From an optimization exercise on the open Yosys and OpenROAD flow, aimed at small area; shortcuts taken in it are not production practice.
Only simulation tests tie the RTL to the original design; equivalence was not proved.
Power is estimated from default activity; no workload was simulated.

--- config.mk ---
export PLATFORM = sky130hd
export DESIGN_NAME = regfile_mp
export DESIGN_NICKNAME = regfile_mp
export VERILOG_FILES = /design/flow/design.v
export SDC_FILE = /design/flow/constraint.sdc
export NUM_CORES = 4
export LEC_CHECK = 0
export CAP_MARGIN = 20
export CORE_MARGIN = 2
export CORE_UTILIZATION = 40
export SETUP_SLACK_MARGIN = 0.3
export SLEW_MARGIN = 20
--- constraint.sdc ---
create_clock -name core_clock -period 6.0 [get_ports {iClk}]
set_input_delay 1.2000 -clock core_clock [delete_from_list [all_inputs] [get_ports {iClk}]]
set_output_delay 1.2000 -clock core_clock [all_outputs]
set_load 0.01 [all_outputs]
--- design.v ---
module regfile_mp #(
  parameter int XLEN = 32,
  parameter int NREG = 32,
  parameter int NRD  = 2,
  localparam int AW  = $clog2(NREG)
) (
  input  logic                iClk,
  input  logic                iRstN,
  input  logic                iWriteEn,
  input  logic [AW-1:0]       iRdAddr,
  input  logic [XLEN-1:0]     iWriteData,
  input  logic                iIssueEn,
  input  logic [AW-1:0]       iIssueRd,
  input  logic [NRD-1:0]      iReadEn,
  input  logic [NRD*AW-1:0]   iRsAddr,
  output logic [NRD*XLEN-1:0] oRsData,
  output logic [NRD-1:0]      oRsBusy,
  output logic [NREG-1:0]     oBusyVec
);
  logic [XLEN-1:0] regs_reg [NREG];
  logic [NREG-1:0] busy_reg;
  logic [NREG-1:0] busy_next;
  logic            wr_valid;
  logic            iss_valid;
  assign wr_valid  = iWriteEn && (iRdAddr != '0);
  assign iss_valid = iIssueEn && (iIssueRd != '0);
  always_ff @(posedge iClk or negedge iRstN) begin
    if (!iRstN) begin
      for (int i = 0; i < NREG; i++) begin
        regs_reg[i] <= '0;
      end
    end else if (wr_valid) begin
      regs_reg[iRdAddr] <= iWriteData;
    end
  end
  always_comb begin
    busy_next = busy_reg;
    if (wr_valid) begin
      busy_next[iRdAddr] = 1'b0;
    end
    if (iss_valid) begin
      busy_next[iIssueRd] = 1'b1;
    end
    busy_next[0] = 1'b0;
  end
  always_ff @(posedge iClk or negedge iRstN) begin
    if (!iRstN) begin
      busy_reg <= '0;
    end else begin
      busy_reg <= busy_next;
    end
  end
  assign oBusyVec = iRstN ? busy_reg : '0;
  genvar gi;
  generate
    for (gi = 0; gi < NRD; gi++) begin : g_rd
      logic [AW-1:0]   rd_addr;
      logic            rd_hit;
      logic [XLEN-1:0] rd_data;
      logic            rd_busy;
      assign rd_addr = iRsAddr[gi*AW +: AW];
      assign rd_hit  = iRstN && iReadEn[gi] && (rd_addr != '0);
      logic byp_hit;
      assign byp_hit = wr_valid && (iRdAddr == rd_addr);
      always_comb begin
        rd_data = '0;
        rd_busy = 1'b0;
        if (rd_hit) begin
          if (byp_hit) begin
            rd_data = iWriteData;
            rd_busy = iss_valid && (iIssueRd == rd_addr);
          end else begin
            rd_data = regs_reg[rd_addr];
            rd_busy = busy_reg[rd_addr];
          end
        end
      end
      assign oRsData[gi*XLEN +: XLEN] = rd_data;
      assign oRsBusy[gi]              = rd_busy;
    end
  endgenerate
endmodule
--- run.sh ---
#!/bin/bash
# synth_recipe.tcl (not shown) runs the flow's synth.tcl, then flattens the netlist and writes it again
# the make line also repeats each setting of config.mk as NAME=value (left out here)
make -C /OpenROAD-flow-scripts/flow DESIGN_CONFIG=/design/flow/config.mk WORK_HOME=/design/flow/orfs CLKGATE_MAP_FILE= SYNTH_SCRIPT=/design/flow/synth_recipe.tcl finish
==> flow_summary.yaml <==
outcome:
  status: "timing/DRC/antenna clean"
job:
  drv_cap: 0
cts:
  cts_hold_buf: 0
  cts_tree: "built"
  clkTransAtPathRegs_ns: 0.06
  cts_buffers: 111
  clockBufferDepth: 3
  htree_levels: 3
  clock-sinks: 1023
  clk_latency_ns: 0.77
  root_buffer: "clkbuf_16"
logic_synthesis:
  synthCells: 4611
  synth_edf_count: 0
  synth.cell_area_um2: 53000
  synth-main-ff-cell: "dfrtp_1"
  synth-seq-area-share_pct: 48.3
  ys_ff_latch: 1023
  synthArstFlopShare_pct: 100
  synth_area_per_cell_um2: 11.5
  yosys_warnings: 2
  synthesis.nets: 4679
  ys_types: 70
setup_path:
  reg2reg_slack_ns: 5.10
  cp-start-kind: "primary input"
  critical_path.max_fanout: 13
  slowest_stage: "nor2_4"
  path_class: "in2out"
  end_kind: "primary output"
  worst_ep_arrival_time_ns: 4.60
  cp.required_ns: 4.80
  path_cells: "clkdlybuf4s50_1 -> buf_4 -> nand2b_1 -> buf_12 -> nor2_4 -> buf_4 -> a22oi_1 -> nand4_1 -> nor4_1 -> a21oi_1 -> clkdlybuf4s50_1"
  slowest_delay_ns: 0.71
power:
  power.switching_mw: 6.12
  seqPwrFrac_pct: 47.7
  combPwrFrac_pct: 15.3
  pwr-share-clk_pct: 37.0
  switching_share_pct: 30.0
  power_density_nw_per_um2: 322
  leakagePower_nw: 27.3
  vdd_drop_max_uv: 230
  p_int_mw: 14.3
  p_total_mw: 20.4
route:
  drt_wl_total_um: 289000
  drc: 0
  vias: 49717
  dr.pass1.iters: 14
  drt_first_iter_violations: 9908
  wl_per_cell_um: 43.4
  ant_nets: 0
  avgViaCountPerCell: 7.46
place:
  io_buffers: 154
  dp_hpwl_um: 178000
  gp_congestion: 1.01
die:
  die_w_um: 368
  coreArea_um2: 131000
  die_h_um: 368
  die-area_um2: 135000
  ios: 156
  rows: 133
  initial_core_util_pct: 40.3
layout:
  multi_input_area_um2: 26100
  drive_gt1_share_pct: 35.7
  ff_latch_area_um2: 25600
  areaGrowthSynthToFinish_pct: 19.5
  utilization_pct: 48.2
  nets: 4858
  n_fill_cell: 11932
  largest_reg_flops: 992
timing:
  post-route-period-util_pct: 96.7
  min_period_ns: 5.80
  fin_skew_ns: 0
  drv_slew: 0
  holdWs_ns: 0.369
  maxSlewHeadroom_pct: 14.5
  tightest_slew_ns: 1.28
  rsz0062_at_grt: "no"
  setup_viol: 0
  fmax_mhz: 172
  hold_viol: 0
grt:
  track_usage_pct: 41.4
  grt_pass1_vias: 46498
  grt_max_degree: 181
  overflow: 0
  antenna_found_initial: 25
  grt_pass1_wl_um: 392000
min_path:
  hold_class: "in2async"
[power by group through the flow]
stage          registers (mW)  logic [mW]  clock network, mW
2_1_floorplan            9.14        1.94                  0
4_1_cts                  9.62        3.02               7.55
3_5_place_dp             9.72        3.01                  0
5_1_grt                  9.81        3.29               7.83
6_report                 9.73        3.13               7.56
3_3_place_gp             9.70        2.93                  0
[repair_timing]
action,4_1_cts,5_1_grt
cloned,0,2
gates resized for setup,39,29
endpoints found under the setup margin,40,36
buffers inserted,4,1
pin swaps,11,3
[cell families after synthesis]
logic type                 after synthesis  synth area share (%)
AOI/OAI and AO/OA                     1179                  16.2
xor gates and xnor gates                30                 0.496
adders and majority gates               10                 0.236
DFF                                   1023                  48.3
muxes                                 1025                  21.9
other                                    1               0.00707
and+or+nand+nor                        869                  8.75
buffers and inverters                  474                  4.12
[placed cells by master, fill, tap and decap left out, types with 78 or more instances in the layout]
cell type and count:
dfrtp_1 1023, mux2_2 995, a22oi_1 712, buf_4 289
nand2_1 198, o21ai_0 142, clkdlybuf4s50_1 130, clkbuf_16 115
nand4_1 113, and3_1 108, nand3_1 85, buf_12 82
a22o_1 78
[metal layers]
metal  GRT usage, %  vias up  wire (um)
met1           52.2    24874     103000
met3           19.4     1627      46800
met5          0.463        -        322
met4           26.8       34      25500
li1               -    18090          -
met2           56.5     5092     114000
[critical path, delay by kind of cell]
family | cells | cell delay [ns]
buf+inv | 5 | 1.84
compound gates | 2 | 0.43
simple gates | 4 | 1.09
[metrics by stage]
step | setup TNS [ns] | cells | area (um^2) | worst slack [ns]
after floorplan | 0 | 4611 | 53000 | 1.19
after global placement | -0.181 | 6425 | 59000 | -0.181
after detailed placement | -0.120 | 6425 | 59000 | -0.120
after CTS | 0 | 6635 | 63100 | 0.164
after global routing | 0 | 6641 | 63300 | 0.300
final | 0 | 6665 | 63400 | 0.196
[path summary, 6_finish.rpt]
path / cells after the start / end / startpoint
max: 11 / oRsData[13] / iRsAddr[4]
min: 1 / regs_reg[29][30]$_DFFE_PN0P_ / iRstN
max reg2reg: 1 / regs_reg[28][14]$_DFFE_PN0P_ / regs_reg[28][14]$_DFFE_PN0P_
min reg2reg: 1 / regs_reg[7][24]$_DFFE_PN0P_ / regs_reg[7][24]$_DFFE_PN0P_
max in group asynchronous: 4 / regs_reg[19][10]$_DFFE_PN0P_ / iRstN
min in group core_clock: 1 / regs_reg[7][24]$_DFFE_PN0P_ / regs_reg[7][24]$_DFFE_PN0P_
[cell type report]
cell class	count	area share, %
clock buffer	154	5.16
antenna	27	0.107
sequential	1023	40.4
tap	1755	3.47
clock inverter	52	1.08
inverter	13	0.0770
timing repair buffer	527	8.45
multi-input combinational	3114	41.3
[cell usage after synthesis (all sizes together) (21+ instances only)]
master / instances / area, um^2
nor2: 121 / 522
nand4: 113 / 707
and2: 35 / 219
and3: 112 / 701
a22oi: 712 / 5350
nand2: 202 / 761
a2111oi: 34 / 318
a21oi: 81 / 405
clkbuf: 193 / 724
mux2: 995 / 11200
mux2i: 21 / 210
nor4: 44 / 275
dfrtp: 1023 / 25600
nand3: 98 / 490
a221oi: 52 / 455
o21ai: 143 / 716
nor3: 42 / 210
a22o: 78 / 683
buf: 268 / 1410

==> separate check: timing with driven ports <==
The results above use ideal ports. As a check the final layout listed here was re-extracted and re-timed, cells and wires unchanged.
Step 1 (the two cells are an assumption about what drives the block):
set clk [get_ports {iClk}]
set_driving_cell -lib_cell sky130_fd_sc_hd__clkbuf_16 $clk
set_driving_cell -lib_cell sky130_fd_sc_hd__buf_2 [delete_from_list [all_inputs] $clk]
Step 2 adds t to the input delays and takes it off the output delays; t is the mean of the earliest and latest rising clock arrival at the registers after step 1. Input paths then give back, and output paths get back, about the clock's delay inside the block.
a / b / c = ideal ports / drivers / drivers and shift; a / b = the first two.
t (ns): 0.855
slack for setup (ns): 0.196 / 0.104 / 0.104
clock arrival spread, ns: 0.048 / 0.048
worst data-port slew with drivers (ns): 0.17
pins driven straight from the clock port: 1
After both steps setup and hold are still met in this run. For this run, drivers alone change the setup slack by -0.092 ns; drivers and shift together by -0.092 ns.
